This design comes from an exercise in tuning for small area, a short achievable clock period and few clock cycles on the open sky130 flow, not from production work.
The RTL was checked by simulation tests, not by an equivalence proof against the original design.
Power is estimated from default activity; no workload was simulated.

==> flow/design.v (outline; a module is shown in full before it is edited, if it fits) <==
// module MacPipe: 1465 lines
// module ProcessingElement: 268 lines
module ProcessingElement #(
    parameter int MaxFiltW = PECfg::DefMaxFiltW,
    parameter int MaxOutW  = PECfg::DefMaxOutW,
    parameter int MaxCh    = PECfg::DefMaxCh
) (
    input  logic                         i_clk,
    input  logic                         i_rstN,
    input  logic                         i_start,
    input  logic [$clog2(MaxFiltW+1)-1:0] i_filtW,
    input  logic [$clog2(MaxOutW+1)-1:0]  i_outW,
    input  logic [$clog2(MaxCh+1)-1:0]    i_numCh,
    input  logic                         i_ipixValid,
    input  PECfg::Pix                    i_ipix,
    input  logic                         i_wpixValid,
    input  PECfg::Pix                    i_wpix,
    output logic                         o_fwdValid,
    output PECfg::Pix                    o_fwdPix,
    output logic                         o_psumValid,
    output PECfg::Psum                   o_psum,
    output logic                         o_done
);
  // ...
==> flow/run.sh <==
#!/bin/bash
# synth_recipe.tcl (not shown) runs the flow's synth.tcl, then flattens the netlist and writes it again
# the make line also repeats each setting of config.mk as NAME=value (left out here)
make -C /OpenROAD-flow-scripts/flow DESIGN_CONFIG=/design/flow/config.mk WORK_HOME=/design/flow/orfs CLKGATE_MAP_FILE= SYNTH_SCRIPT=/design/flow/synth_recipe.tcl finish
==> flow/config.mk <==
export PLATFORM = sky130hd
export DESIGN_NAME = ProcessingElement
export DESIGN_NICKNAME = ProcessingElement
export VERILOG_FILES = /design/flow/design.v
export SDC_FILE = /design/flow/constraint.sdc
export NUM_CORES = 4
export LEC_CHECK = 0
export CAP_MARGIN = 20
export CORE_MARGIN = 2
export CORE_UTILIZATION = 40
export SETUP_SLACK_MARGIN = 5.0
export SLEW_MARGIN = 20
==> flow/constraint.sdc <==
create_clock -name core_clock -period 8.0 [get_ports {i_clk}]
set_input_delay 1.6000 -clock core_clock [delete_from_list [all_inputs] [get_ports {i_clk}]]
set_output_delay 1.6000 -clock core_clock [all_outputs]
set_load 0.01 [all_outputs]
==> results.toml, run 1 <==
[detailed_routing]
finalWirelength_um = 111000
wl_met3_um = 7680

[cts]
cts_hold_buf = 0
clockBufferDepth = 3

[layout]
num-multi-input-gates = 1780
antenna_cells = 0
drive_gt1_share_pct = 18.3
largest_registers = "chain (608), ring (320), wslot (128)"
area.sequential_mm2 = 0.0367
nNonClkBuffers = 253
design.seq.count = 1293
nets = 4114

[logic_synthesis]
ys_ff_latch = 1293
syn_area_per_cell_um2 = 15.1
synth_area_mm2 = 0.0528
synth_top_family_by_area = "adder cells"
synth_area_leaders = "edfxtp_1, fa_1, dfxtp_1"
post_synth_num_cell_types = 70
synth_edf_count = 1074
yosysSeqAreaShare_pct = 69.4
syn_inst = 3491

[worst_setup_path]
timing.reg2reg.setup_slack_ps = 4690

[placement]
place_ws_ps = 3670
gp_congestion = 0.833

[global_route]
grt.total_usage_pct = 16.4

[die]
coreArea_mm2 = 0.131
die_w_um = 367

[min_path]
min_path_cells = 0

[sta]
min_period_ps = 3310
grt_setup_unrepaired = "true"

[power]
power-top-group = "sequential cells"

[status]
status = "timing/DRC/antenna clean"
Testbench counts, summed over its fixed seeds: cycles 8,124.
==> module ProcessingElement, before the edit <==
module ProcessingElement #(
    parameter int MaxFiltW = PECfg::DefMaxFiltW,
    parameter int MaxOutW  = PECfg::DefMaxOutW,
    parameter int MaxCh    = PECfg::DefMaxCh
) (
    input  logic                         i_clk,
    input  logic                         i_rstN,
    input  logic                         i_start,
    input  logic [$clog2(MaxFiltW+1)-1:0] i_filtW,
    input  logic [$clog2(MaxOutW+1)-1:0]  i_outW,
    input  logic [$clog2(MaxCh+1)-1:0]    i_numCh,
    input  logic                         i_ipixValid,
    input  PECfg::Pix                    i_ipix,
    input  logic                         i_wpixValid,
    input  PECfg::Pix                    i_wpix,
    output logic                         o_fwdValid,
    output PECfg::Pix                    o_fwdPix,
    output logic                         o_psumValid,
    output PECfg::Psum                   o_psum,
    output logic                         o_done
);
    localparam int NPix = 76;    
    localparam int NPs  = 16;    
    logic [1:0] cC1, cF1;
    logic [3:0] cW1;
    logic [4:0] cR1;
    logic       run;             
    logic       pMore, wMore;    
    logic [4:0] pI;
    logic [1:0] pCh;
    logic [1:0] wJ, wC;          
    logic [2:0] wChDone;         
    logic [6:0] skipCnt;         
    logic       fwdValid, pTake;
    logic [7:0] fwdPix;
    logic       fb, rep, repFin;
    logic [NPix*8-1:0] chain;
    logic [127:0] wslot;
    logic [4:0] eI;
    logic [1:0] eCh;
    logic [7:0]  twR [4];
    logic        v1, z1, l1, v2, z2, l2, aV, aZero, aLast;
    logic [19:0] rowA, rowB;
    logic [NPs*20-1:0] ring;
    logic [4:0]  kFin, pend, dCnt, q;    
    logic        psumValid, dLastR, doneR;
    logic [19:0] outR;
    logic        drOK, drainNow, drRot, ringEn, engDone, finStep, lastDrain, ldNow;
    logic startNow, accP, accW, pRowEnd, pLastR, wLastR, pMoreN, wMoreN;
    logic [4:0] pI_n;
    logic [1:0] pCh_n, wJ_n, wC_n;
    assign startNow = i_start && !run;
    assign accP     = i_ipixValid && pMore;
    assign accW     = i_wpixValid && wMore;
    assign pRowEnd  = (pI == cR1);
    assign pMoreN   = pMore && !(accP && pLastR);
    assign wMoreN   = wMore && !(accW && wLastR);
    always_ff @(posedge i_clk) begin
        if (startNow) begin
            cC1 <= 2'(i_numCh - 3'd1);
            cF1 <= 2'(i_filtW - 3'd1);
            cW1 <= 4'(i_outW - 5'd1);
            cR1 <= i_outW + 5'(i_filtW) - 5'd2;
        end
    end
    always_comb begin
        pI_n  = pI;
        pCh_n = pCh;
        wJ_n  = wJ;
        wC_n  = wC;
        if (accP) begin
            pI_n  = pRowEnd ? 5'd0 : pI + 5'd1;
            pCh_n = pCh + 2'(pRowEnd);
        end
        if (accW) begin
            wJ_n = (wJ == 2'd0) ? cF1 : wJ - 2'd1;
            wC_n = wC + 2'(wJ == 2'd0);
        end
    end
    always_ff @(posedge i_clk) begin
        if (startNow) begin
            pI      <= '0;
            pCh     <= '0;
            wJ      <= 2'(i_filtW - 3'd1);
            wC      <= '0;
            wChDone <= '0;
            pLastR  <= 1'b0;
            wLastR  <= (i_filtW == 3'd1) && (i_numCh == 3'd1);
        end else begin
            pI      <= pI_n;
            pCh     <= pCh_n;
            wJ      <= wJ_n;
            wC      <= wC_n;
            wChDone <= wChDone + 3'(accW && wJ == 2'd0);
            pLastR  <= (pI_n == cR1) && (pCh_n == cC1);
            wLastR  <= (wJ_n == 2'd0) && (wC_n == cC1);
        end
    end
    for (genvar k = 0; k < 16; k++) begin : g_wslot
        always_ff @(posedge i_clk) begin
            if (accW && {wC, wJ} == 4'(k)) wslot[8*k +: 8] <= i_wpix;
        end
    end
    logic       ldDone, repRot, evX, winFull, wOK, stepReq, step, eRowEnd;
    logic [7:0] X;
    assign ldDone  = run && !pMore && !wMore;
    assign repRot  = rep && !repFin;
    assign evX     = rep ? (repRot && skipCnt == 7'd0) : pTake;
    assign X       = rep ? chain[7:0] : fwdPix;
    assign winFull = (eI >= 5'(cF1));
    assign wOK     = (3'(eCh) < wChDone);
    assign stepReq = evX && winFull && (rep || !fb);
    assign step    = stepReq && (rep || wOK);
    assign eRowEnd = (eI == cR1);
    always_ff @(posedge i_clk) begin
        fwdPix <= i_ipix;
        if (!i_rstN) begin
            fwdValid <= 1'b0;
            pTake    <= 1'b0;
            run      <= 1'b0;
            pMore    <= 1'b0;
            wMore    <= 1'b0;
            fb       <= 1'b0;
            rep      <= 1'b0;
            repFin   <= 1'b0;
        end else begin
            fwdValid <= i_ipixValid;
            pTake    <= accP;
            if (startNow) begin
                run    <= 1'b1;
                pMore  <= 1'b1;
                wMore  <= 1'b1;
                fb     <= 1'b0;
                rep    <= 1'b0;
                repFin <= 1'b0;
            end else begin
                pMore <= pMoreN;
                wMore <= wMoreN;
                if (lastDrain) run <= 1'b0;
                if (stepReq && !rep && !wOK) fb <= 1'b1;
                if (ldDone && fb && !rep) rep <= 1'b1;
                if (rep && evX && eRowEnd && eCh == cC1) repFin <= 1'b1;
            end
        end
    end
    always_ff @(posedge i_clk) begin
        if (pTake || repRot) chain <= {X, chain[NPix*8-1:8]};
    end
    always_ff @(posedge i_clk) begin
        if (startNow) begin
            skipCnt <= 7'(NPix);
        end else if (pTake || (repRot && skipCnt != 7'd0)) begin
            skipCnt <= skipCnt - 7'd1;
        end
    end
    always_ff @(posedge i_clk) begin
        if (startNow || (ldDone && fb && !rep)) begin
            eI  <= '0;
            eCh <= '0;
        end else if (evX) begin
            eI  <= eRowEnd ? 5'd0 : eI + 5'd1;
            eCh <= eCh + 2'(eRowEnd);
        end
    end
    for (genvar j = 0; j < 4; j++) begin : g_tap
        always_ff @(posedge i_clk) begin
            twR[j] <= (step && 2'(j) <= cF1) ? wslot[8*(4*eCh + j) +: 8] : 8'd0;
        end
    end
    always_ff @(posedge i_clk) begin
        z1    <= (eCh == 2'd0);
        l1    <= (eCh == cC1);
        z2    <= z1;
        l2    <= l1;
        aZero <= v2 && z2;
        aLast <= l2;
        if (!i_rstN) begin
            v1 <= 1'b0;
            v2 <= 1'b0;
            aV <= 1'b0;
        end else begin
            v1 <= step;
            v2 <= v1;
            aV <= v2;
        end
    end
    MacPipe mac0 (
        .i_clk  (i_clk),
        .a0     (chain[75*8 +: 8]),
        .b0     (twR[0]),
        .a1     (chain[74*8 +: 8]),
        .b1     (twR[1]),
        .a2     (chain[73*8 +: 8]),
        .b2     (twR[2]),
        .a3     (chain[72*8 +: 8]),
        .b3     (twR[3]),
        .o_rowA (rowA),
        .o_rowB (rowB)
    );
    logic [19:0] base, newv;
    assign engDone  = (pend == 5'd0);
    assign drOK     = run && (kFin != 5'd0) && (q < 5'd6);
    assign ldNow    = (!pMore || (i_ipixValid && pLastR)) && (!wMore || (i_wpixValid && wLastR));
    assign drainNow = drOK && ldNow;
    assign drRot    = drOK && ldDone && engDone;
    assign ringEn   = aV || drRot;
    assign finStep  = aV && aLast;
    assign lastDrain = drainNow && (dCnt == 5'(cW1));
    assign base = aZero ? 20'd0 : ring[19:0];
    assign newv = base + rowA + rowB;
    for (genvar k = 0; k < NPs; k++) begin : g_ring
        if (k < 3) begin : g_lo
            always_ff @(posedge i_clk) begin
                if (ringEn) ring[20*k +: 20] <= ring[20*(k+1) +: 20];
            end
        end else if (k == NPs - 1) begin : g_top
            always_ff @(posedge i_clk) begin
                if (ringEn) ring[20*k +: 20] <= newv;
            end
        end else begin : g_mid
            always_ff @(posedge i_clk) begin
                if (ringEn) ring[20*k +: 20] <= (cW1 <= 4'(k)) ? newv : ring[20*(k+1) +: 20];
            end
        end
    end
    always_ff @(posedge i_clk) begin
        if (startNow) begin
            kFin <= '0;
            pend <= i_outW;
            dCnt <= '0;
            q    <= i_outW;
        end else if (ldDone && fb && !rep) begin
            kFin <= '0;
            pend <= 5'(cW1) + 5'd1;
            dCnt <= '0;
            q    <= 5'(cW1) + 5'd1;
        end else begin
            if (finStep) pend <= pend - 5'd1;
            kFin <= drainNow ? kFin + 5'(finStep) - 5'd1 : kFin + 5'(finStep);
            dCnt <= drainNow ? dCnt + 5'd1 : dCnt;
            q    <= drainNow ? q - 5'(finStep || drRot) + 5'd1 : q - 5'(finStep || drRot);
        end
    end
    always_ff @(posedge i_clk) begin
        case (q[2:0])
            3'd0:    outR <= ring[0*20 +: 20];
            3'd1:    outR <= ring[1*20 +: 20];
            3'd2:    outR <= ring[2*20 +: 20];
            3'd3:    outR <= ring[3*20 +: 20];
            3'd4:    outR <= ring[4*20 +: 20];
            default: outR <= ring[5*20 +: 20];
        endcase
        if (!i_rstN) begin
            psumValid <= 1'b0;
            dLastR    <= 1'b0;
            doneR     <= 1'b0;
        end else begin
            psumValid <= drainNow;
            dLastR    <= lastDrain;
            doneR     <= dLastR;
        end
    end
    assign o_fwdValid  = fwdValid;
    assign o_fwdPix    = fwdPix;
    assign o_psumValid = psumValid;
    assign o_psum      = outR;
    assign o_done      = doneR;
endmodule
==> inputs of run 2 (changes only) <==
--- a/flow/design.v
+++ b/flow/design.v
@@ -26,16 +26,17 @@
     input  logic [7:0]  a0,
     input  logic [7:0]  b0,
     input  logic [7:0]  a1,
     input  logic [7:0]  b1,
     input  logic [7:0]  a2,
     input  logic [7:0]  b2,
     input  logic [7:0]  a3,
     input  logic [7:0]  b3,
+    input  logic [19:0] h,
     output logic [19:0] o_rowA,
     output logic [19:0] o_rowB
 );
     logic pp_0_0_0;
     logic pp_0_0_1;
     logic pp_0_0_2;
     logic pp_0_0_3;
     logic pp_0_0_4;
@@ -597,47 +598,72 @@
     logic s483, c484;
     logic s485, c486;
     logic s487, c488;
     logic s489, c490;
     logic s491, c492;
     logic s493, c494;
     logic s495, c496;
     logic s497, c498;
+    logic s499, c500;
+    logic s501, c502;
+    logic s503, c504;
+    logic s505, c506;
+    logic s507, c508;
+    logic s509, c510;
+    logic s511, c512;
+    logic s513, c514;
+    logic s515, c516;
+    logic s517, c518;
+    logic s519, c520;
+    logic s521, c522;
+    logic s523, c524;
+    logic s525, c526;
+    logic s527, c528;
+    logic s529, c530;
+    logic s531, c532;
     logic r2_r1_s171;
+    logic r2_h_0;
     logic r2_r1_s287;
+    logic r2_h_1;
     logic r2_r1_s365;
-    logic r2_r1_c366;
-    logic r2_r1_s367;
-    logic r2_s473;
-    logic r2_c474;
-    logic r2_s475;
-    logic r2_c476;
-    logic r2_s477;
-    logic r2_c478;
-    logic r2_s479;
-    logic r2_c480;
-    logic r2_s481;
-    logic r2_c482;
-    logic r2_s483;
-    logic r2_c484;
-    logic r2_s485;
-    logic r2_c486;
-    logic r2_s487;
-    logic r2_c488;
-    logic r2_s489;
-    logic r2_c490;
-    logic r2_s491;
-    logic r2_c492;
-    logic r2_s493;
-    logic r2_c494;
-    logic r2_s495;
-    logic r2_c496;
-    logic r2_s497;
-    logic r2_c498;
+    logic r2_h_2;
+    logic r2_s499;
+    logic r2_c500;
+    logic r2_s501;
+    logic r2_c502;
+    logic r2_s503;
+    logic r2_c504;
+    logic r2_s505;
+    logic r2_c506;
+    logic r2_s507;
+    logic r2_c508;
+    logic r2_s509;
+    logic r2_c510;
+    logic r2_s511;
+    logic r2_c512;
+    logic r2_s513;
+    logic r2_c514;
+    logic r2_s515;
+    logic r2_c516;
+    logic r2_s517;
+    logic r2_c518;
+    logic r2_s519;
+    logic r2_c520;
+    logic r2_s521;
+    logic r2_c522;
+    logic r2_s523;
+    logic r2_c524;
+    logic r2_s525;
+    logic r2_c526;
+    logic r2_s527;
+    logic r2_c528;
+    logic r2_s529;
+    logic r2_c530;
+    logic r2_s531;
     assign pp_0_0_0 = a0[0] & b0[0];
     assign pp_0_0_1 = a0[0] & b0[1];
     assign pp_0_0_2 = a0[0] & b0[2];
     assign pp_0_0_3 = a0[0] & b0[3];
     assign pp_0_0_4 = a0[0] & b0[4];
     assign pp_0_0_5 = a0[0] & b0[5];
     assign pp_0_0_6 = a0[0] & b0[6];
     assign pp_0_0_7 = ~(a0[0] & b0[7]);
@@ -1320,78 +1346,112 @@
     assign s429 = r1_s399 ^ r1_s401 ^ r1_s403;
     assign c430 = (r1_s399 & r1_s401) | (r1_s403 & (r1_s399 ^ r1_s401));
     assign s431 = r1_c400 ^ r1_c402 ^ r1_c404;
     assign c432 = (r1_c400 & r1_c402) | (r1_c404 & (r1_c400 ^ r1_c402));
     assign s433 = r1_s405 ^ r1_s407 ^ r1_s409;
     assign c434 = (r1_s405 & r1_s407) | (r1_s409 & (r1_s405 ^ r1_s407));
     assign s435 = r1_c406 ^ r1_c408 ^ r1_c410;
     assign c436 = (r1_c406 & r1_c408) | (r1_c410 & (r1_c406 ^ r1_c408));
-    assign s437 = r1_c374 ^ r1_c376 ^ r1_s377;
-    assign c438 = (r1_c374 & r1_c376) | (r1_s377 & (r1_c374 ^ r1_c376));
-    assign s439 = r1_c378 ^ r1_c380 ^ r1_s381;
-    assign c440 = (r1_c378 & r1_c380) | (r1_s381 & (r1_c378 ^ r1_c380));
-    assign s441 = s421 ^ r1_s387 ^ r1_s389;
-    assign c442 = (s421 & r1_s387) | (r1_s389 & (s421 ^ r1_s387));
-    assign s443 = c422 ^ s423 ^ s425;
-    assign c444 = (c422 & s423) | (s425 & (c422 ^ s423));
-    assign s445 = c424 ^ c426 ^ s427;
-    assign c446 = (c424 & c426) | (s427 & (c424 ^ c426));
-    assign s447 = c428 ^ c430 ^ s431;
-    assign c448 = (c428 & c430) | (s431 & (c428 ^ c430));
-    assign s449 = c432 ^ c434 ^ s435;
-    assign c450 = (c432 & c434) | (s435 & (c432 ^ c434));
-    assign s451 = c436 ^ r1_c412 ^ r1_c414;
-    assign c452 = (c436 & r1_c412) | (r1_c414 & (c436 ^ r1_c412));
-    assign s453 = r1_c370 ^ r1_c372 ^ r1_s373;
-    assign c454 = (r1_c370 & r1_c372) | (r1_s373 & (r1_c370 ^ r1_c372));
-    assign s455 = s437 ^ r1_s379 ^ r1_s311;
-    assign c456 = (s437 & r1_s379) | (r1_s311 & (s437 ^ r1_s379));
-    assign s457 = c438 ^ s439 ^ r1_s383;
-    assign c458 = (c438 & s439) | (r1_s383 & (c438 ^ s439));
-    assign s459 = c440 ^ s441 ^ r1_s391;
-    assign c460 = (c440 & s441) | (r1_s391 & (c440 ^ s441));
-    assign s461 = c442 ^ s443 ^ r1_s253;
-    assign c462 = (c442 & s443) | (r1_s253 & (c442 ^ s443));
-    assign s463 = c444 ^ s445 ^ s429;
-    assign c464 = (c444 & s445) | (s429 & (c444 ^ s445));
-    assign s465 = c446 ^ s447 ^ s433;
-    assign c466 = (c446 & s447) | (s433 & (c446 ^ s447));
-    assign s467 = c448 ^ s449 ^ r1_s411;
-    assign c468 = (c448 & s449) | (r1_s411 & (c448 ^ s449));
-    assign s469 = c450 ^ s451 ^ r1_s415;
-    assign c470 = (c450 & s451) | (r1_s415 & (c450 ^ s451));
-    assign s471 = c452 ^ r1_c416 ^ r1_s417;
-    assign c472 = (c452 & r1_c416) | (r1_s417 & (c452 ^ r1_c416));
+    assign s437 = r1_c370 ^ r1_c372 ^ r1_s373;
+    assign c438 = (r1_c370 & r1_c372) | (r1_s373 & (r1_c370 ^ r1_c372));
+    assign s439 = r1_c374 ^ r1_c376 ^ r1_s377;
+    assign c440 = (r1_c374 & r1_c376) | (r1_s377 & (r1_c374 ^ r1_c376));
+    assign s441 = r1_s379 ^ r1_s311 ^ h[6];
+    assign c442 = (r1_s379 & r1_s311) | (h[6] & (r1_s379 ^ r1_s311));
+    assign s443 = r1_c378 ^ r1_c380 ^ r1_s381;
+    assign c444 = (r1_c378 & r1_c380) | (r1_s381 & (r1_c378 ^ r1_c380));
+    assign s445 = r1_s383 ^ r1_s385 ^ h[7];
+    assign c446 = (r1_s383 & r1_s385) | (h[7] & (r1_s383 ^ r1_s385));
+    assign s447 = s421 ^ r1_s387 ^ r1_s389;
+    assign c448 = (s421 & r1_s387) | (r1_s389 & (s421 ^ r1_s387));
+    assign s449 = r1_s391 ^ h[8];
+    assign c450 = r1_s391 & h[8];
+    assign s451 = c422 ^ s423 ^ s425;
+    assign c452 = (c422 & s423) | (s425 & (c422 ^ s423));
+    assign s453 = r1_s253 ^ h[9];
+    assign c454 = r1_s253 & h[9];
+    assign s455 = c424 ^ c426 ^ s427;
+    assign c456 = (c424 & c426) | (s427 & (c424 ^ c426));
+    assign s457 = s429 ^ h[10];
+    assign c458 = s429 & h[10];
+    assign s459 = c428 ^ c430 ^ s431;
+    assign c460 = (c428 & c430) | (s431 & (c428 ^ c430));
+    assign s461 = s433 ^ h[11];
+    assign c462 = s433 & h[11];
+    assign s463 = c432 ^ c434 ^ s435;
+    assign c464 = (c432 & c434) | (s435 & (c432 ^ c434));
+    assign s465 = r1_s411 ^ r1_s413 ^ h[12];
+    assign c466 = (r1_s411 & r1_s413) | (h[12] & (r1_s411 ^ r1_s413));
+    assign s467 = c436 ^ r1_c412 ^ r1_c414;
+    assign c468 = (c436 & r1_c412) | (r1_c414 & (c436 ^ r1_c412));
+    assign s469 = r1_s415 ^ r1_s359 ^ h[13];
+    assign c470 = (r1_s415 & r1_s359) | (h[13] & (r1_s415 ^ r1_s359));
+    assign s471 = r1_c416 ^ r1_s417 ^ r1_s285;
+    assign c472 = (r1_c416 & r1_s417) | (r1_s285 & (r1_c416 ^ r1_s417));
     assign s473 = r1_c368 ^ r1_s369 ^ r1_s371;
     assign c474 = (r1_c368 & r1_s369) | (r1_s371 & (r1_c368 ^ r1_s369));
-    assign s475 = s453 ^ r1_s375;
-    assign c476 = s453 & r1_s375;
-    assign s477 = c454 ^ s455;
-    assign c478 = c454 & s455;
-    assign s479 = c456 ^ s457 ^ r1_s385;
-    assign c480 = (c456 & s457) | (r1_s385 & (c456 ^ s457));
-    assign s481 = c458 ^ s459;
-    assign c482 = c458 & s459;
-    assign s483 = c460 ^ s461;
-    assign c484 = c460 & s461;
-    assign s485 = c462 ^ s463;
-    assign c486 = c462 & s463;
-    assign s487 = c464 ^ s465;
-    assign c488 = c464 & s465;
-    assign s489 = c466 ^ s467 ^ r1_s413;
-    assign c490 = (c466 & s467) | (r1_s413 & (c466 ^ s467));
-    assign s491 = c468 ^ s469 ^ r1_s359;
-    assign c492 = (c468 & s469) | (r1_s359 & (c468 ^ s469));
-    assign s493 = c470 ^ s471 ^ r1_s285;
-    assign c494 = (c470 & s471) | (r1_s285 & (c470 ^ s471));
+    assign s475 = s437 ^ r1_s375 ^ h[5];
+    assign c476 = (s437 & r1_s375) | (h[5] & (s437 ^ r1_s375));
+    assign s477 = c438 ^ s439 ^ s441;
+    assign c478 = (c438 & s439) | (s441 & (c438 ^ s439));
+    assign s479 = c440 ^ c442 ^ s443;
+    assign c480 = (c440 & c442) | (s443 & (c440 ^ c442));
+    assign s481 = c444 ^ c446 ^ s447;
+    assign c482 = (c444 & c446) | (s447 & (c444 ^ c446));
+    assign s483 = c448 ^ c450 ^ s451;
+    assign c484 = (c448 & c450) | (s451 & (c448 ^ c450));
+    assign s485 = c452 ^ c454 ^ s455;
+    assign c486 = (c452 & c454) | (s455 & (c452 ^ c454));
+    assign s487 = c456 ^ c458 ^ s459;
+    assign c488 = (c456 & c458) | (s459 & (c456 ^ c458));
+    assign s489 = c460 ^ c462 ^ s463;
+    assign c490 = (c460 & c462) | (s463 & (c460 ^ c462));
+    assign s491 = c464 ^ c466 ^ s467;
+    assign c492 = (c464 & c466) | (s467 & (c464 ^ c466));
+    assign s493 = c468 ^ c470 ^ s471;
+    assign c494 = (c468 & c470) | (s471 & (c468 ^ c470));
     assign s495 = c472 ^ r1_c418 ^ r1_s419;
     assign c496 = (c472 & r1_c418) | (r1_s419 & (c472 ^ r1_c418));
-    assign s497 = r1_c420 ^ r1_c364;
-    assign c498 = r1_c420 & r1_c364;
+    assign s497 = r1_c420 ^ r1_c364 ^ h[16];
+    assign c498 = (r1_c420 & r1_c364) | (h[16] & (r1_c420 ^ r1_c364));
+    assign s499 = r1_c366 ^ r1_s367 ^ h[3];
+    assign c500 = (r1_c366 & r1_s367) | (h[3] & (r1_c366 ^ r1_s367));
+    assign s501 = s473 ^ h[4];
+    assign c502 = s473 & h[4];
+    assign s503 = c474 ^ s475;
+    assign c504 = c474 & s475;
+    assign s505 = c476 ^ s477;
+    assign c506 = c476 & s477;
+    assign s507 = c478 ^ s479 ^ s445;
+    assign c508 = (c478 & s479) | (s445 & (c478 ^ s479));
+    assign s509 = c480 ^ s481 ^ s449;
+    assign c510 = (c480 & s481) | (s449 & (c480 ^ s481));
+    assign s511 = c482 ^ s483 ^ s453;
+    assign c512 = (c482 & s483) | (s453 & (c482 ^ s483));
+    assign s513 = c484 ^ s485 ^ s457;
+    assign c514 = (c484 & s485) | (s457 & (c484 ^ s485));
+    assign s515 = c486 ^ s487 ^ s461;
+    assign c516 = (c486 & s487) | (s461 & (c486 ^ s487));
+    assign s517 = c488 ^ s489 ^ s465;
+    assign c518 = (c488 & s489) | (s465 & (c488 ^ s489));
+    assign s519 = c490 ^ s491 ^ s469;
+    assign c520 = (c490 & s491) | (s469 & (c490 ^ s491));
+    assign s521 = c492 ^ s493 ^ h[14];
+    assign c522 = (c492 & s493) | (h[14] & (c492 ^ s493));
+    assign s523 = c494 ^ s495 ^ h[15];
+    assign c524 = (c494 & s495) | (h[15] & (c494 ^ s495));
+    assign s525 = c496 ^ s497;
+    assign c526 = c496 & s497;
+    assign s527 = c498 ^ 1'b1 ^ h[17];
+    assign c528 = (c498 & 1'b1) | (h[17] & (c498 ^ 1'b1));
+    assign s529 = 1'b1 ^ h[18];
+    assign c530 = 1'b1 & h[18];
+    assign s531 = 1'b1 ^ h[19];
+    assign c532 = 1'b1 & h[19];
     always_ff @(posedge i_clk) begin
         r1_s171 <= s171;
         r1_s287 <= s287;
         r1_s365 <= s365;
         r1_c366 <= c366;
         r1_s367 <= s367;
         r1_c368 <= c368;
         r1_s369 <= s369;
@@ -1447,49 +1507,57 @@
         r1_c416 <= c416;
         r1_s417 <= s417;
         r1_s285 <= s285;
         r1_c418 <= c418;
         r1_s419 <= s419;
         r1_c420 <= c420;
         r1_c364 <= c364;
         r2_r1_s171 <= r1_s171;
+        r2_h_0 <= h[0];
         r2_r1_s287 <= r1_s287;
+        r2_h_1 <= h[1];
         r2_r1_s365 <= r1_s365;
-        r2_r1_c366 <= r1_c366;
-        r2_r1_s367 <= r1_s367;
-        r2_s473 <= s473;
-        r2_c474 <= c474;
-        r2_s475 <= s475;
-        r2_c476 <= c476;
-        r2_s477 <= s477;
-        r2_c478 <= c478;
-        r2_s479 <= s479;
-        r2_c480 <= c480;
-        r2_s481 <= s481;
-        r2_c482 <= c482;
-        r2_s483 <= s483;
-        r2_c484 <= c484;
-        r2_s485 <= s485;
-        r2_c486 <= c486;
-        r2_s487 <= s487;
-        r2_c488 <= c488;
-        r2_s489 <= s489;
-        r2_c490 <= c490;
-        r2_s491 <= s491;
-        r2_c492 <= c492;
-        r2_s493 <= s493;
-        r2_c494 <= c494;
-        r2_s495 <= s495;
-        r2_c496 <= c496;
-        r2_s497 <= s497;
-        r2_c498 <= c498;
+        r2_h_2 <= h[2];
+        r2_s499 <= s499;
+        r2_c500 <= c500;
+        r2_s501 <= s501;
+        r2_c502 <= c502;
+        r2_s503 <= s503;
+        r2_c504 <= c504;
+        r2_s505 <= s505;
+        r2_c506 <= c506;
+        r2_s507 <= s507;
+        r2_c508 <= c508;
+        r2_s509 <= s509;
+        r2_c510 <= c510;
+        r2_s511 <= s511;
+        r2_c512 <= c512;
+        r2_s513 <= s513;
+        r2_c514 <= c514;
+        r2_s515 <= s515;
+        r2_c516 <= c516;
+        r2_s517 <= s517;
+        r2_c518 <= c518;
+        r2_s519 <= s519;
+        r2_c520 <= c520;
+        r2_s521 <= s521;
+        r2_c522 <= c522;
+        r2_s523 <= s523;
+        r2_c524 <= c524;
+        r2_s525 <= s525;
+        r2_c526 <= c526;
+        r2_s527 <= s527;
+        r2_c528 <= c528;
+        r2_s529 <= s529;
+        r2_c530 <= c530;
+        r2_s531 <= s531;
     end
-    assign o_rowA = {1'b1, 1'b1, r2_c498, r2_c496, r2_c494, r2_c492, r2_c490, r2_c488, r2_c486, r2_c484, r2_c482, r2_c480, r2_c478, r2_c476, r2_c474, r2_s473, r2_r1_c366, r2_r1_s365, r2_r1_s287, r2_r1_s171};
-    assign o_rowB = {1'b0, 1'b0, 1'b1, r2_s497, r2_s495, r2_s493, r2_s491, r2_s489, r2_s487, r2_s485, r2_s483, r2_s481, r2_s479, r2_s477, r2_s475, 1'b0, r2_r1_s367, 1'b0, 1'b0, 1'b0};
+    assign o_rowA = {r2_c530, r2_c528, r2_c526, r2_c524, r2_c522, r2_c520, r2_c518, r2_c516, r2_c514, r2_c512, r2_c510, r2_c508, r2_c506, r2_c504, r2_c502, r2_c500, r2_s499, r2_r1_s365, r2_r1_s287, r2_r1_s171};
+    assign o_rowB = {r2_s531, r2_s529, r2_s527, r2_s525, r2_s523, r2_s521, r2_s519, r2_s517, r2_s515, r2_s513, r2_s511, r2_s509, r2_s507, r2_s505, r2_s503, r2_s501, 1'b0, r2_h_2, r2_h_1, r2_h_0};
 endmodule
 `timescale 1ns/1ps
 module ProcessingElement #(
     parameter int MaxFiltW = PECfg::DefMaxFiltW,
     parameter int MaxOutW  = PECfg::DefMaxOutW,
     parameter int MaxCh    = PECfg::DefMaxCh
 ) (
     input  logic                         i_clk,
@@ -1523,18 +1591,18 @@
     logic       fwdValid, pTake;
     logic [7:0] fwdPix;
     logic       fb, rep, repFin;
     logic [NPix*8-1:0] chain;
     logic [127:0] wslot;
     logic [4:0] eI;
     logic [1:0] eCh;
     logic [7:0]  twR [4];
-    logic        v1, z1, l1, v2, z2, l2, aV, aZero, aLast;
-    logic [19:0] rowA, rowB;
+    logic        v1, z1, l1, v2, z2, l2, aV, aLast;
+    logic [19:0] rowA, rowB, headNx;
     logic [NPs*20-1:0] ring;
     logic [4:0]  kFin, pend, dCnt, q;    
     logic        psumValid, dLastR, doneR;
     logic [19:0] outR;
     logic        drOK, drainNow, drRot, ringEn, engDone, finStep, lastDrain, ldNow;
     logic startNow, accP, accW, pRowEnd, pLastR, wLastR, pMoreN, wMoreN;
     logic [4:0] pI_n;
     logic [1:0] pCh_n, wJ_n, wC_n;
@@ -1656,17 +1724,16 @@
             twR[j] <= (step && 2'(j) <= cF1) ? wslot[8*(4*eCh + j) +: 8] : 8'd0;
         end
     end
     always_ff @(posedge i_clk) begin
         z1    <= (eCh == 2'd0);
         l1    <= (eCh == cC1);
         z2    <= z1;
         l2    <= l1;
-        aZero <= v2 && z2;
         aLast <= l2;
         if (!i_rstN) begin
             v1 <= 1'b0;
             v2 <= 1'b0;
             aV <= 1'b0;
         end else begin
             v1 <= step;
             v2 <= v1;
@@ -1678,30 +1745,31 @@
         .a0     (chain[75*8 +: 8]),
         .b0     (twR[0]),
         .a1     (chain[74*8 +: 8]),
         .b1     (twR[1]),
         .a2     (chain[73*8 +: 8]),
         .b2     (twR[2]),
         .a3     (chain[72*8 +: 8]),
         .b3     (twR[3]),
+        .h      (headNx),
         .o_rowA (rowA),
         .o_rowB (rowB)
     );
-    logic [19:0] base, newv;
+    logic [19:0] newv;
     assign engDone  = (pend == 5'd0);
     assign drOK     = run && (kFin != 5'd0) && (q < 5'd6);
     assign ldNow    = (!pMore || (i_ipixValid && pLastR)) && (!wMore || (i_wpixValid && wLastR));
     assign drainNow = drOK && ldNow;
     assign drRot    = drOK && ldDone && engDone;
     assign ringEn   = aV || drRot;
     assign finStep  = aV && aLast;
     assign lastDrain = drainNow && (dCnt == 5'(cW1));
-    assign base = aZero ? 20'd0 : ring[19:0];
-    assign newv = base + rowA + rowB;
+    assign headNx = (v2 && z2) ? 20'd0 : (ringEn ? ring[20 +: 20] : ring[0 +: 20]);
+    assign newv   = rowA + rowB;
     for (genvar k = 0; k < NPs; k++) begin : g_ring
         if (k < 3) begin : g_lo
             always_ff @(posedge i_clk) begin
                 if (ringEn) ring[20*k +: 20] <= ring[20*(k+1) +: 20];
             end
         end else if (k == NPs - 1) begin : g_top
             always_ff @(posedge i_clk) begin
                 if (ringEn) ring[20*k +: 20] <= newv;
==> flow/config.mk (replaced) <==
export PLATFORM = sky130hd
export DESIGN_NAME = ProcessingElement
export DESIGN_NICKNAME = ProcessingElement
export VERILOG_FILES = /design/flow/design.v
export SDC_FILE = /design/flow/constraint.sdc
export NUM_CORES = 4
export LEC_CHECK = 0
export CAP_MARGIN = 20
export CORE_MARGIN = 2
export CORE_UTILIZATION = 60
export CTS_BUF_LIST = sky130_fd_sc_hd__clkbuf_8
export CTS_CLUSTER_SIZE = 30
export SETUP_SLACK_MARGIN = 5.0
export SLEW_MARGIN = 20
==> results.toml, run 2 <==
[detailed_routing]
drc = 0
routedWlPerCell_um = 21.7
drtAntennaViolNets = 0
finalWirelength_um = 113000
drt-initial-drc-count = 2447
first_pass_iters = 7
num_vias = 29100
vias_per_cell = 5.61

[logic_synthesis]
synthTopCellsByCount = "edfxtp_1, nand2_1, inv_1, dfxtp_1, fa_1"
synth_edf_count = 1054
ys_ff_latch = 1300
syn_area_per_cell_um2 = 14.9
synth_most_common_cell = "edfxtp_1"
yosysSeqAreaShare_pct = 68.6
synth-warning-count = 4
syn_inst = 3570
synthArstFlopShare_pct = 0
synth_area_mm2 = 0.0533
syn_nets = 3919
synth_top_area_cell = "edfxtp_1"
synth_area_leaders = "edfxtp_1, dfxtp_1, fa_1"
post_synth_num_cell_types = 72
yosysTopAreaCellShare_pct = 59.4
ys.flop_type = "edfxtp_1"

[power]
p_per_area_mw_per_mm2 = 231
ir_worst_vdd_mv = 0.192
p_leak_nw = 22.5

[sta]
max_freq_mhz = 299
finalSetupViolCount = 0
finClkSkew_ps = 39.6
worst_pin_slew_ps = 1090
min_period_ps = 3350
grt_setup_unrepaired = "true"
slew-limit-headroom_pct = 27.3
fin_crit_sh_pct = 41.8
tns_ps = 0
finalMaxSlewViolations = 0
hold-worst-slack_ps = 326
hold_violations = 0

[cts]
cts-root-buf = "clkbuf_8"
clkLatencyLatePin_ps = 880
clockBufferDepth = 3
cts_made_buffers = 199
cts_tree = "built"
cts_max_level = 4
clock-sinks = 1300
cts.reportedPaths.clkPinSlew_ps = 70

[worst_setup_path]
crit_type = "reg -> reg"
cp.arrival_ps = 4110
cp-end-kind = "flop"
timing.reg2reg.setup_slack_ps = 4650
cp-start-kind = "flop"
path_max_fanout = 11
required_ps = 8760

[layout]
nets = 4206
area_growth_pct = 14.2
largest_registers = "chain (608), ring (320), wslot (128)"
top_register = "chain"
num-fill-cells = 5994
drive_gt1_share_pct = 17.5
final_common_cell = "edfxtp_1"
largest_reg_flops = 608
final_cell_mix = "edfxtp_1, inv_1, nand2_1"

[placement]
io_buffers = 62
dp_hpwl_um = 69900
gp_congestion = 0.891

[die]
start_util_pct = 60.4
die_y_um = 302
coreArea_mm2 = 0.0882
ios = 63
die_area_mm2 = 0.0913
std_cell_rows = 109
die_w_um = 302

[global_route]
grt_pass1_vias = 30000
grt.total_usage_pct = 25.5
grt_overflow = 0
antenna_found_initial = 4
grt_first_pass_wirelength_um = 175000
grt_max_degree = 227

[min_path]
min_path_type = "reg -> reg"

[flow_run]
drv_cap = 0

[status]
status = "timing/DRC/antenna clean"
run 2: what timing repair did:
| item | CTS | global route |
|---|---|---|
| hold buffers | 0 | 0 |
| pin swaps | 19 | 41 |
| setup endpoints to repair | 281 | 207 |
| gates cloned | 9 | 0 |
| gates resized for setup | 233 | 82 |
| buffers inserted | 91 | 21 |
run 2: per-layer routing:
layer,vias up,part of all wire (%),GRT usage [%]
met5,-,0.027,0
met4,4,2.9,9.39
met3,238,5.6,4.75
met1,14800,44,36.1
met2,926,47,40.0
li1,13100,-,-
run 2: cell type report:
cell class,count,area [µm²],share of cell area (%)
timing repair buffer,217,2100,3.45
tap,1165,1460,2.39
sequential,1300,36600,60.2
clock buffer,221,3040,4.99
antenna,6,15.0,0.0246
clock inverter,150,953,1.57
multi-input combinational,1819,15500,25.4
inverter,320,1210,1.98
run 2: worst max-delay path, stage by stage (launching register included):
cell      delay [ps]
dfxtp_2          320
or4_4            560
o211ai_4         220
nor3_4            60
or2_4            250
buf_16           160
mux2_4           310
nand2_2           70
fa_2             220
inv_2             40
fa_1             460
inv_1             50
fa_1             470
inv_1             40
run 2: per-stage QoR:
step                std cells  cell area [µm²]  setup WS, ps  total power [W]  util (%)
CTS                      5170            60500          4610           0.0142      68.5
global route             5194            60900          4560           0.0146      69.0
detailed placement       4699            55300          3880          0.00870      62.7
finish                   5198            60900          4650           0.0141      69.0
global placement         4699            55300          3910          0.00867      62.7
floorplan                3570            53400          4290          0.00833         -
run 2: power breakdown:
part / switching (W) / leakage [nW] / total, W / internal [W]
registers: 0.0000949 / 11.6 / 0.00758 / 0.00749
clock network: 0.00256 / 2.25 / 0.00544 / 0.00287
logic: 0.000677 / 8.66 / 0.00105 / 0.000374
run 2: worst paths after layout:
path | startpoint | to | depth (start not counted)
hold / removal | l1$_DFF_P_ | l2$_DFF_P_ | 0
setup / recovery | kFin[3]$_SDFF_PP0_ | mac0.r2_s521$_DFF_P_ | 13
setup reg to reg | kFin[3]$_SDFF_PP0_ | mac0.r2_s521$_DFF_P_ | 13
hold reg to reg | l1$_DFF_P_ | l2$_DFF_P_ | 0
run 2: cells by family after synthesis:
kind of cell	after synthesis	synth area share (%)
AOI/OAI and AO/OA	408	4.46
and+or+nand+nor	900	8.07
xor gates and xnor gates	81	1.33
muxes	110	3.44
adders and majority gates	317	10.8
buffers and inverters	454	3.28
DFF	1300	68.6
Testbench counts of run 2, summed over its fixed seeds: cycles 8,124.
==> inputs of run 3 (changes only) <==
--- a/flow/config.mk
+++ b/flow/config.mk
@@ -8,7 +8,5 @@
 export CAP_MARGIN = 20
 export CORE_MARGIN = 2
 export CORE_UTILIZATION = 60
-export CTS_BUF_LIST = sky130_fd_sc_hd__clkbuf_8
-export CTS_CLUSTER_SIZE = 30
 export SETUP_SLACK_MARGIN = 5.0
 export SLEW_MARGIN = 20
==> results.toml, run 3 <==
[sta]
hold_violations = 0
finClkSkew_ps = 24.9
slew-limit-headroom_pct = 29.0
max_freq_mhz = 299
fin_crit_sh_pct = 41.8
worst_pin_slew_ps = 1070
grt_setup_unrepaired = "true"
finalSetupViolCount = 0
min_period_ps = 3340
tns_ps = 0
finalMaxSlewViolations = 0

[worst_setup_path]
slowest_delay_ps = 550
crit_family = "adder cells"
worstSetupStartpoint = "kFin[3]$_SDFF_PP0_"
path_max_fanout = 11
cp.arrival_ps = 4020
cpMaxStageDelayCell = "or4_4"
path_cells = "or4_4 > o211ai_4 > nor3_4 > or2_4 > buf_16 > mux2_4 > nand2_2 > fa_2 > inv_2 > fa_2 > fa_2"
cp-end-kind = "flop"
cp-start-kind = "flop"
required_ps = 8670
crit_type = "reg -> reg"
crit_top_cell = "fa_2"
r2r-start = "kFin[3]$_SDFF_PP0_"
worst-path-buf-inv = 2

[layout]
largest_reg_flops = 608
final_area_mm2 = 0.0611
num-fill-cells = 5897
final_cell_mix = "edfxtp_1, nand2_1, inv_1"
top_register = "chain"
final_common_cell = "edfxtp_1"
largest_registers = "chain (608), ring (320), wslot (128)"
nets = 4125
drive_gt1_share_pct = 15.4
area_growth_pct = 14.5

[power]
ir_worst_vdd_mv = 0.205
p_per_area_mw_per_mm2 = 239
p_int_w = 0.0113
clock_power_share_pct = 41.0
swShare_pct = 22.5
p_leak_nw = 22.2
p_seq_share_pct = 51.8
switching_power_w = 0.00329
combinationalPowerShare_pct = 7.2

[die]
die_y_um = 302
start_util_pct = 60.4
std_cell_rows = 109
die_w_um = 302
coreArea_mm2 = 0.0882
ios = 63
die_area_mm2 = 0.0913

[cts]
cts.reportedPaths.clkPinSlew_ps = 60
cts_made_buffers = 132
cts-root-buf = "clkbuf_16"
clock-sinks = 1300
clkLatencyLatePin_ps = 740
cts_max_level = 4
clockBufferDepth = 3
cts_tree = "built"

[detailed_routing]
num_vias = 28600
drt-initial-drc-count = 2349
vias_per_cell = 5.67
drtAntennaViolNets = 0
routedWlPerCell_um = 22.3
first_pass_iters = 5
drc = 0
finalWirelength_um = 112000

[placement]
dp_hpwl_um = 69900
dpl_cell_area_mm2 = 0.0553
io_buffers = 62
gp_congestion = 0.891

[logic_synthesis]
synth_area_mm2 = 0.0533
yosysSeqAreaShare_pct = 68.6
synth_edf_count = 1054
yosysTopAreaCellShare_pct = 59.4
syn_area_per_cell_um2 = 14.9
synth_area_leaders = "edfxtp_1, dfxtp_1, fa_1"
synth_most_common_cell = "edfxtp_1"
ys_ff_latch = 1300
ys.flop_type = "edfxtp_1"
synthArstFlopShare_pct = 0
synthTopCellsByCount = "edfxtp_1, nand2_1, inv_1, dfxtp_1, fa_1"
syn_nets = 3919
post_synth_num_cell_types = 72
synth-warning-count = 4
synth_top_area_cell = "edfxtp_1"
syn_inst = 3570

[status]
status = "timing/DRC/antenna clean"

[min_path]
min_from = "l1$_DFF_P_"
min_path_type = "reg -> reg"

[global_route]
grt_pass1_vias = 29400
grt.total_usage_pct = 25.3
grt_first_pass_wirelength_um = 173000
grt_max_degree = 227
antenna_found_initial = 2
grt_overflow = 0

[flow_run]
drv_cap = 0
run 3: cell types whose count changed in the layout (fill, tap and decap cells not counted), moves of 15 or more:
cell and delta:
clkbuf_16 +139, clkbuf_8 -214, buf_4 -21, clkbuf_1 +25, clkinv_1 -15, inv_1 -70
run 3: kinds of logic after synthesis:
family	Yosys count	synth area share (%)
muxes	110	3.44
and+or+nand+nor	900	8.07
buffers and inverters	454	3.28
DFF	1300	68.6
adders and majority gates	317	10.8
xor gates and xnor gates	81	1.33
AOI/OAI and AO/OA	408	4.46
run 3: path summary, 6_finish.rpt:
kind	to	cells after the start	slack, ps
max	mac0.r2_s509$_DFF_P_	11	4660
min reg2reg	l2$_DFF_P_	0	330
min	l2$_DFF_P_	0	330
max reg2reg	mac0.r2_s509$_DFF_P_	11	4660
run 3: timing repair:
item,in CTS,in global routing
setup endpoints to repair,305,253
setup buffers,80,19
resized for setup,111,127
gates cloned,8,0
hold buffers,0,0
pin swaps,16,48
run 3: final cells by class:
type                            count  area, µm²  share of cell area (%)
Antenna cell                        1       2.50                 0.00410
Tap cell                         1165       1460                    2.39
Timing Repair Buffer              203       1990                    3.26
Clock inverter                     68        577                   0.944
Multi-Input combinational cell   1819      15500                    25.5
Inverter                          320       1210                    1.98
Sequential cell                  1300      36600                    60.0
Clock buffer                      171       3670                    6.01
run 3: per-stage QoR:
stage	instances	hold WS, ps	setup WS (ps)	power (W)	util (%)
2_1_floorplan	3570	310	4290	0.00833	-
4_1_cts	5026	327	4620	0.0147	68.6
3_5_place_dp	4699	314	3880	0.00870	62.7
6_report	5047	326	4660	0.0146	69.2
5_1_grt	5046	334	4560	0.0151	69.2
3_3_place_gp	4699	312	3910	0.00867	62.7
run 3: power by group through the flow:
stage | combinational, W | sequential [W] | clock (W)
3_5_place_dp | 0.000977 | 0.00773 | 0
6_report | 0.00105 | 0.00757 | 0.00599
5_1_grt | 0.00115 | 0.00758 | 0.00636
3_3_place_gp | 0.000947 | 0.00772 | 0
2_1_floorplan | 0.000644 | 0.00768 | 0
4_1_cts | 0.00101 | 0.00758 | 0.00611
run 3: routing by layer:
layer  GRT usage (%)  part of all wire (%)  wire length [µm]
met5               0                     0                 0
met4            8.47                   2.8              3140
met3            4.21                   5.5              6170
met2            40.3                    48             53900
met1            36.2                    44             49200
==> inputs of run 4 (changes only) <==
--- a/flow/design.v
+++ b/flow/design.v
@@ -1755,11 +1755,10 @@
         .o_rowB (rowB)
     );
     logic [19:0] newv;
-    assign engDone  = (pend == 5'd0);
     assign drOK     = run && (kFin != 5'd0) && (q < 5'd6);
     assign ldNow    = (!pMore || (i_ipixValid && pLastR)) && (!wMore || (i_wpixValid && wLastR));
     assign drainNow = drOK && ldNow;
-    assign drRot    = drOK && ldDone && engDone;
+    assign drRot    = run && engDone;
     assign ringEn   = aV || drRot;
     assign finStep  = aV && aLast;
     assign lastDrain = drainNow && (dCnt == 5'(cW1));
@@ -1782,17 +1781,20 @@
     end
     always_ff @(posedge i_clk) begin
         if (startNow) begin
+            engDone <= 1'b0;
             kFin <= '0;
             pend <= i_outW;
             dCnt <= '0;
             q    <= i_outW;
         end else if (ldDone && fb && !rep) begin
+            engDone <= 1'b0;
             kFin <= '0;
             pend <= 5'(cW1) + 5'd1;
             dCnt <= '0;
             q    <= 5'(cW1) + 5'd1;
         end else begin
             if (finStep) pend <= pend - 5'd1;
+            engDone <= (pend == 5'd0) || (finStep && pend == 5'd1);
             kFin <= drainNow ? kFin + 5'(finStep) - 5'd1 : kFin + 5'(finStep);
             dCnt <= drainNow ? dCnt + 5'd1 : dCnt;
             q    <= drainNow ? q - 5'(finStep || drRot) + 5'd1 : q - 5'(finStep || drRot);
==> results.toml, run 4 <==
[status]
status = "timing/DRC/antenna clean"

[cts]
clkLatencyLatePin_ps = 740
cts_made_buffers = 132
cts_tree = "built"
cts.reportedPaths.clkPinSlew_ps = 60
cts-root-buf = "clkbuf_16"
cts_max_level = 4
cts_hold_buf = 0
clockBufferDepth = 3
clock-sinks = 1301

[worst_setup_path]
worst-path-buf-inv = 1
path_cells = "clkdlybuf4s50_1 > nand2_1 > or3_1 > nor2_2"
crit_family = "simple AND/OR/NAND/NOR gates"
cp.arrival_ps = 3420
slowest_delay_ps = 630
path_max_fanout = 8
required_ps = 8390
cp-start-kind = "input port"
cp-end-kind = "flop"
crit_type = "in -> reg"
crit_cells = 4
cpMaxStageDelayCell = "clkdlybuf4s50_1"
worstRegToRegCells = 7

[layout]
final_common_cell = "edfxtp_1"
finalNonFillerCells = 4907
area_growth_pct = 13.0
top_register = "chain"
num-fill-cells = 5946
drive_gt1_share_pct = 13.9
final_cell_mix = "edfxtp_1, nand2_1, inv_1"
nets = 3994
largest_reg_flops = 608
largest_registers = "chain (608), ring (320), wslot (128)"

[flow_run]
drv_cap = 0

[die]
die_w_um = 300
coreArea_mm2 = 0.0869
ios = 63
std_cell_rows = 108
start_util_pct = 60.7
die_area_mm2 = 0.0902
die_y_um = 300

[logic_synthesis]
synthTopCellsByCount = "edfxtp_1, nand2_1, inv_1, dfxtp_1, fa_1"
post_synth_num_cell_types = 70
synth-warning-count = 4
yosysSeqAreaShare_pct = 69.4
yosysTopAreaCellShare_pct = 60.0
ys_ff_latch = 1301
synth_area_leaders = "edfxtp_1, dfxtp_1, fa_1"
synth_area_mm2 = 0.0527
syn_area_per_cell_um2 = 15.1
syn_inst = 3491
synth_edf_count = 1054
synth_top_area_cell = "edfxtp_1"
ys.flop_type = "edfxtp_1"
synthArstFlopShare_pct = 0
syn_nets = 3841
synth_most_common_cell = "edfxtp_1"

[placement]
io_buffers = 62
dp_cells = 4593
gp_congestion = 0.880
dp_hpwl_um = 67600

[global_route]
grt_first_pass_wirelength_um = 166000
grt_overflow = 0
grt_pass1_vias = 28400
antenna_found_initial = 2
grt.total_usage_pct = 24.5
grt_max_degree = 197

[sta]
max_freq_mhz = 329
worst_pin_slew_ps = 1120
fin_crit_sh_pct = 38.0
hold_violations = 0
tns_ps = 0
grt_setup_unrepaired = "true"
hold-worst-slack_ps = 320
slew-limit-headroom_pct = 25.2
finalMaxSlewViolations = 0
min_period_ps = 3040
finalSetupViolCount = 0
finClkSkew_ps = 21.2

[min_path]
min_path_type = "reg -> reg"
min_path_cells = 0

[detailed_routing]
routedWlPerCell_um = 21.8
drc = 0
drtAntennaViolNets = 0
finalWirelength_um = 107000
drt-initial-drc-count = 2468
vias_per_cell = 5.60
num_vias = 27500
first_pass_iters = 5

[power]
p_leak_nw = 21.4
ir_worst_vdd_mv = 0.286
p_per_area_mw_per_mm2 = 257
-- run 4: cell types whose count changed in the layout (fill, tap and decap cells not counted), moves of 12 or more --
cell	before	now
mux2_2	16	39
fa_1	212	234
inv_2	20	6
o21ai_0	196	175
fa_2	28	6
o22ai_1	3	15
buf_4	105	81
nor2_1	136	165
nand3_1	36	12
mux2i_1	29	42
nor2b_2	0	16
and2_1	182	81
nand2_1	365	431
-- run 4: metal layers --
layer  wire length [µm]  share of wire [%]  track usage, %  vias up
li1                   -                  -               -    12400
met1              48000                 45            35.8    13900
met3               7040                6.6            5.02      235
met4               3300                3.1            8.35        0
met2              48900                 46            37.3      931
met5                  0                  0               0        -
-- run 4: cell type report --
type                       instances  area, µm²  share of cell area (%)
multi-input combinational       1727      14600                    24.6
antenna                            1       2.50                 0.00420
clock inverter                    71        608                    1.02
inverter                         314       1180                    1.98
timing repair buffer             168       1540                    2.59
tap                             1155       1450                    2.43
sequential                      1301      36600                    61.5
clock buffer                     170       3530                    5.93
-- run 4: per-stage QoR --
step                power (W)  utilization (%)  area, µm²  setup WS [ps]
finish                 0.0153             68.6      59600           4960
global route           0.0159             68.6      59600           4920
CTS                    0.0154             68.0      59100           4790
detailed placement    0.00944             62.8      54600           3860
global placement      0.00938             62.8      54600           3940
floorplan             0.00894                -      52800           2420
-- run 4: worst paths after layout --
path	end	slack, ps	startpoint
worst max-delay path	wslot[67]$_DFFE_PP_	4960	i_wpixValid
worst max register to register	ring[197]$_DFFE_PN_	5020	mac0.r2_h_1$_SDFF_PP0_
worst min register to register	z2$_DFF_P_	320	z1$_DFF_P_
worst min-delay path	z2$_DFF_P_	320	z1$_DFF_P_
-- run 4: report_power, final --
group	total (W)	switching, W	internal [W]
Sequential	0.00772	0.0000961	0.00763
Clock	0.00590	0.00254	0.00337
Combinational	0.00167	0.00103	0.000635
Total	0.0153	0.00366	0.0116
-- run 4: timing repair --
item	CTS	global route
resized for setup	83	61
pin swaps	3	18
endpoints found under the setup margin	285	148
setup buffers	37	34
-- run 4: kinds of logic (layout without fill, tap and decap cells) --
logic type                 count (synthesis)  in the layout  share of synthesized area, %
muxes                                    139            139                          4.01
and+or+nand+nor                          829            829                          7.02
buffers and inverters                    463            723                          3.36
adders and majority gates                318            318                          11.0
AOI/OAI and AO/OA                        363            363                          3.93
other                                      0              1                             0
DFF                                     1301           1301                          69.4
xor gates and xnor gates                  78             78                          1.30
Testbench counts of run 4, summed over its fixed seeds: cycles 8,124.
==> inputs of run 5 (changes only) <==
--- a/flow/design.v
+++ b/flow/design.v
@@ -1755,10 +1755,11 @@
         .o_rowB (rowB)
     );
     logic [19:0] newv;
+    assign engDone  = (pend == 5'd0);
     assign drOK     = run && (kFin != 5'd0) && (q < 5'd6);
     assign ldNow    = (!pMore || (i_ipixValid && pLastR)) && (!wMore || (i_wpixValid && wLastR));
     assign drainNow = drOK && ldNow;
-    assign drRot    = run && engDone;
+    assign drRot    = drOK && ldDone && engDone;
     assign ringEn   = aV || drRot;
     assign finStep  = aV && aLast;
     assign lastDrain = drainNow && (dCnt == 5'(cW1));
@@ -1781,20 +1782,17 @@
     end
     always_ff @(posedge i_clk) begin
         if (startNow) begin
-            engDone <= 1'b0;
             kFin <= '0;
             pend <= i_outW;
             dCnt <= '0;
             q    <= i_outW;
         end else if (ldDone && fb && !rep) begin
-            engDone <= 1'b0;
             kFin <= '0;
             pend <= 5'(cW1) + 5'd1;
             dCnt <= '0;
             q    <= 5'(cW1) + 5'd1;
         end else begin
             if (finStep) pend <= pend - 5'd1;
-            engDone <= (pend == 5'd0) || (finStep && pend == 5'd1);
             kFin <= drainNow ? kFin + 5'(finStep) - 5'd1 : kFin + 5'(finStep);
             dCnt <= drainNow ? dCnt + 5'd1 : dCnt;
             q    <= drainNow ? q - 5'(finStep || drRot) + 5'd1 : q - 5'(finStep || drRot);
==> flow/flow/run.sh (new file) <==
#!/bin/bash
# The standard ORFS layout, with two changes: timing repair aims for more
# setup slack than config.mk may ask for, and ports get a plain buffer.
set -euo pipefail
cd "$(dirname "$0")/.."
bash standard.sh SETUP_SLACK_MARGIN=5.6 "BUFFER_PORTS_ARGS=-buffer_cell sky130_fd_sc_hd__buf_2" finish > standard_flow.log 2>&1
==> flow/standard.sh (new file) <==
#!/bin/bash
# synth_recipe.tcl (not shown) runs the flow's synth.tcl, then flattens the netlist and writes it again
# the make line also repeats each setting of config.mk as NAME=value (left out here)
make -C /OpenROAD-flow-scripts/flow DESIGN_CONFIG=/design/flow/config.mk WORK_HOME=/design/flow/orfs CLKGATE_MAP_FILE= SYNTH_SCRIPT=/design/flow/synth_recipe.tcl "${@:-finish}"
--- a/flow/config.mk
+++ b/flow/config.mk
@@ -8,5 +8,4 @@
 export CAP_MARGIN = 20
 export CORE_MARGIN = 2
 export CORE_UTILIZATION = 60
-export SETUP_SLACK_MARGIN = 5.0
 export SLEW_MARGIN = 20
removed: flow/run.sh
==> results.toml, run 5 <==
[status]
status = "timing/DRC/antenna clean"

[die]
coreArea_mm2 = 0.0882
die_y_um = 302
start_util_pct = 60.4
ios = 63
die_area_mm2 = 0.0913
std_cell_rows = 109
die_w_um = 302

[logic_synthesis]
synth_area_leaders = "edfxtp_1, dfxtp_1, fa_1"
synth_area_mm2 = 0.0533
syn_area_per_cell_um2 = 14.9
syn_nets = 3919
synthTopCellsByCount = "edfxtp_1, nand2_1, inv_1, dfxtp_1, fa_1"
ys.flop_type = "edfxtp_1"
ys_ff_latch = 1300
synthArstFlopShare_pct = 0
syn_inst = 3570
synth_most_common_cell = "edfxtp_1"
synth_edf_count = 1054
yosysTopAreaCellShare_pct = 59.4
synth_top_area_cell = "edfxtp_1"
synth-warning-count = 4
post_synth_num_cell_types = 72
yosysSeqAreaShare_pct = 68.6

[worst_setup_path]
timing.reg2reg.setup_slack_ps = 4570
r2r_end = "mac0.r2_s519$_DFF_P_"
required_ps = 8620
cp.arrival_ps = 4060
worstRegToRegCells = 12
cp-end-kind = "flop"
path_max_fanout = 4
crit_type = "reg -> reg"
cp-start-kind = "flop"
r2r-start = "kFin[3]$_SDFF_PP0_"

[cts]
clockBufferDepth = 3
cts-root-buf = "clkbuf_16"
cts_hold_buf = 0
clkLatencyLatePin_ps = 760
cts_made_buffers = 133
cts.reportedPaths.clkPinSlew_ps = 60
cts_tree = "built"
clock-sinks = 1300
cts_max_level = 4

[layout]
num-fill-cells = 5213
final_common_cell = "edfxtp_1"
nets = 4328
largest_reg_flops = 608
top_register = "chain"
largest_registers = "chain (608), ring (320), wslot (128)"
final_cell_mix = "edfxtp_1, nand2_1, inv_1"
drive_gt1_share_pct = 32.1
final_area_mm2 = 0.0661
area_growth_pct = 24.1

[sta]
grt_setup_unrepaired = "true"
finalWorstSetupSlack_ps = 4570
finalSetupViolCount = 0
slew-limit-headroom_pct = 50.8
worst_pin_slew_ps = 738
finClkSkew_ps = 31.3
fin_crit_sh_pct = 42.9
tns_ps = 0
hold_violations = 0
max_freq_mhz = 291
min_period_ps = 3430
finalMaxSlewViolations = 0

[power]
p_per_area_mw_per_mm2 = 232
ir_worst_vdd_mv = 0.274
p_leak_nw = 24.0
total_power_w = 0.0154

[min_path]
min_path_cells = 0
min_from = "l1$_DFF_P_"
hold_end = "l2$_DFF_P_"
min_path_type = "reg -> reg"

[detailed_routing]
routedWlPerCell_um = 23.6
num_vias = 30400
vias_per_cell = 5.78
drc = 0
first_pass_iters = 6
finalWirelength_um = 124000
drtAntennaViolNets = 0
drt-initial-drc-count = 2786

[flow_run]
drv_cap = 0

[placement]
gp_congestion = 0.902
dp_hpwl_um = 69200
dpl_cell_area_mm2 = 0.0550
io_buffers = 62
place_ws_ps = 3560

[global_route]
grt_first_pass_wirelength_um = 182000
grt.total_usage_pct = 26.7
grt_overflow = 0
grt_max_degree = 172
grt_pass1_vias = 30500
antenna_found_initial = 2
==> run 5: cell types whose count changed in the layout (fill, tap and decap cells not counted), sizes merged, moves of 26 or more <==
cell	delta
buf	+276
clkbuf	+26
and2	+111
nor2b	-27
clkdlybuf4s50	-31
nand2	-56
==> run 5: critical path, stage by stage, from the launching register on <==
cell	delay, ps
dfxtp_2	320
or4_4	550
o211ai_4	220
nor3_4	70
or2_4	290
buf_6	150
clkbuf_16	150
mux2_4	210
nand2_4	50
fa_2	370
inv_2	60
fa_1	420
fa_1	440
==> run 5: cells by family (layout without fill, tap and decap cells) <==
logic type,Yosys count,count (layout),share of synthesized area [%]
AO/OA/AOI/OAI,408,408,4.46
buffers and inverters,454,966,3.28
other,0,1,0
flip-flops,1300,1300,68.6
adder cells (fa/ha/maj),317,317,10.8
XOR/XNOR,81,81,1.33
multiplexers,110,110,3.44
AND/OR/NAND/NOR,900,903,8.07
==> run 5: area by class of cell <==
cell class | instances | area, µm² | share of cell area (%)
Antenna cell | 1 | 2.50 | 0.00378
Inverter | 320 | 1230 | 1.85
Clock buffer | 178 | 3710 | 5.60
Timing Repair Buffer | 405 | 5120 | 7.73
Multi-Input combinational cell | 1819 | 17300 | 26.2
Tap cell | 1165 | 1460 | 2.20
Clock inverter | 63 | 636 | 0.961
Sequential cell | 1300 | 36700 | 55.5
==> run 5: through the flow <==
step	util, %	instances	hold WS [ps]
after floorplan	-	3570	310
after global placement	62.3	4697	312
after detailed placement	62.3	4699	315
after CTS	72.2	5170	329
after global routing	75.0	5250	329
final	75.0	5251	325
==> run 5: timing repair <==
action | in CTS | in global routing
buffers inserted | 194 | 51
pin swaps | 158 | 168
setup endpoints to repair | 1335 | 852
resized for setup | 577 | 415
gates cloned | 36 | 29
==> run 5: metal layers <==
layer	GRT usage (%)	vias to the layer above	share of wire [%]
met1	37.8	15400	42
met2	41.7	1212	47
met3	4.45	340	6.4
met4	11.1	2	4.5
li1	-	13400	-
met5	0	-	0.011
==> run 5: worst max path at each step <==
stage | start | end | cells past startpoint
after global routing | kFin[3]$_SDFF_PP0_ | mac0.r2_s519$_DFF_P_ | 12
after CTS | kFin[0]$_SDFF_PP0_ | mac0.r2_s509$_DFF_P_ | 12
final | kFin[3]$_SDFF_PP0_ | mac0.r2_s519$_DFF_P_ | 12
after floorplan | q[2]$_DFF_P_ | mac0.r2_s507$_DFF_P_ | 12
after global placement | i_start | pLastR$_SDFF_PP0_ | 7
after detailed placement | i_start | pLastR$_SDFF_PP0_ | 7
==> run 5: report_power, final <==
group          leakage (nW)  switching (W)  internal, W
logic                  10.2       0.000918     0.000704
clock network          2.13        0.00254      0.00362
registers              11.6      0.0000933      0.00748
total                  24.0        0.00355       0.0118
Testbench counts of run 5, summed over its fixed seeds: cycles 8,124.

==> static timing again, ports no longer ideal <==
How much do the figures lean on ideal ports? The routed layouts below were timed once more, with nothing changed but the port constraints. Step 1 sets driving cells, clkbuf_16 on the clock port and buf_2 on the other inputs (assumed; they add their load-dependent delay and slew). Step 2, shift: input delay + t, output delay - t, t = (earliest + latest rising clock arrival at the registers) / 2. This alone moves slack from input paths to output paths. Slacks: no drivers / after step 1 / after step 2; pairs: no drivers / after step 1.
run | t (ns) | setup slack, ns | cell pins on the clock port's net
run 1 | 0.820 | 4.694 / 4.694 / 4.281 | 1
run 2 | 0.925 | 4.654 / 4.654 / 4.110 | 1
run 3 | 0.792 | 4.656 / 4.656 / 4.290 | 1
run 4 | 0.788 | 4.962 / 4.949 / 4.160 | 1
run 5 | 0.809 | 4.567 / 4.567 / 4.567 | 1
After both steps setup and hold are still met in every run listed. The setup slack of run 4, which loses most, moves by -0.013 ns with the drivers and by -0.802 ns with both steps.
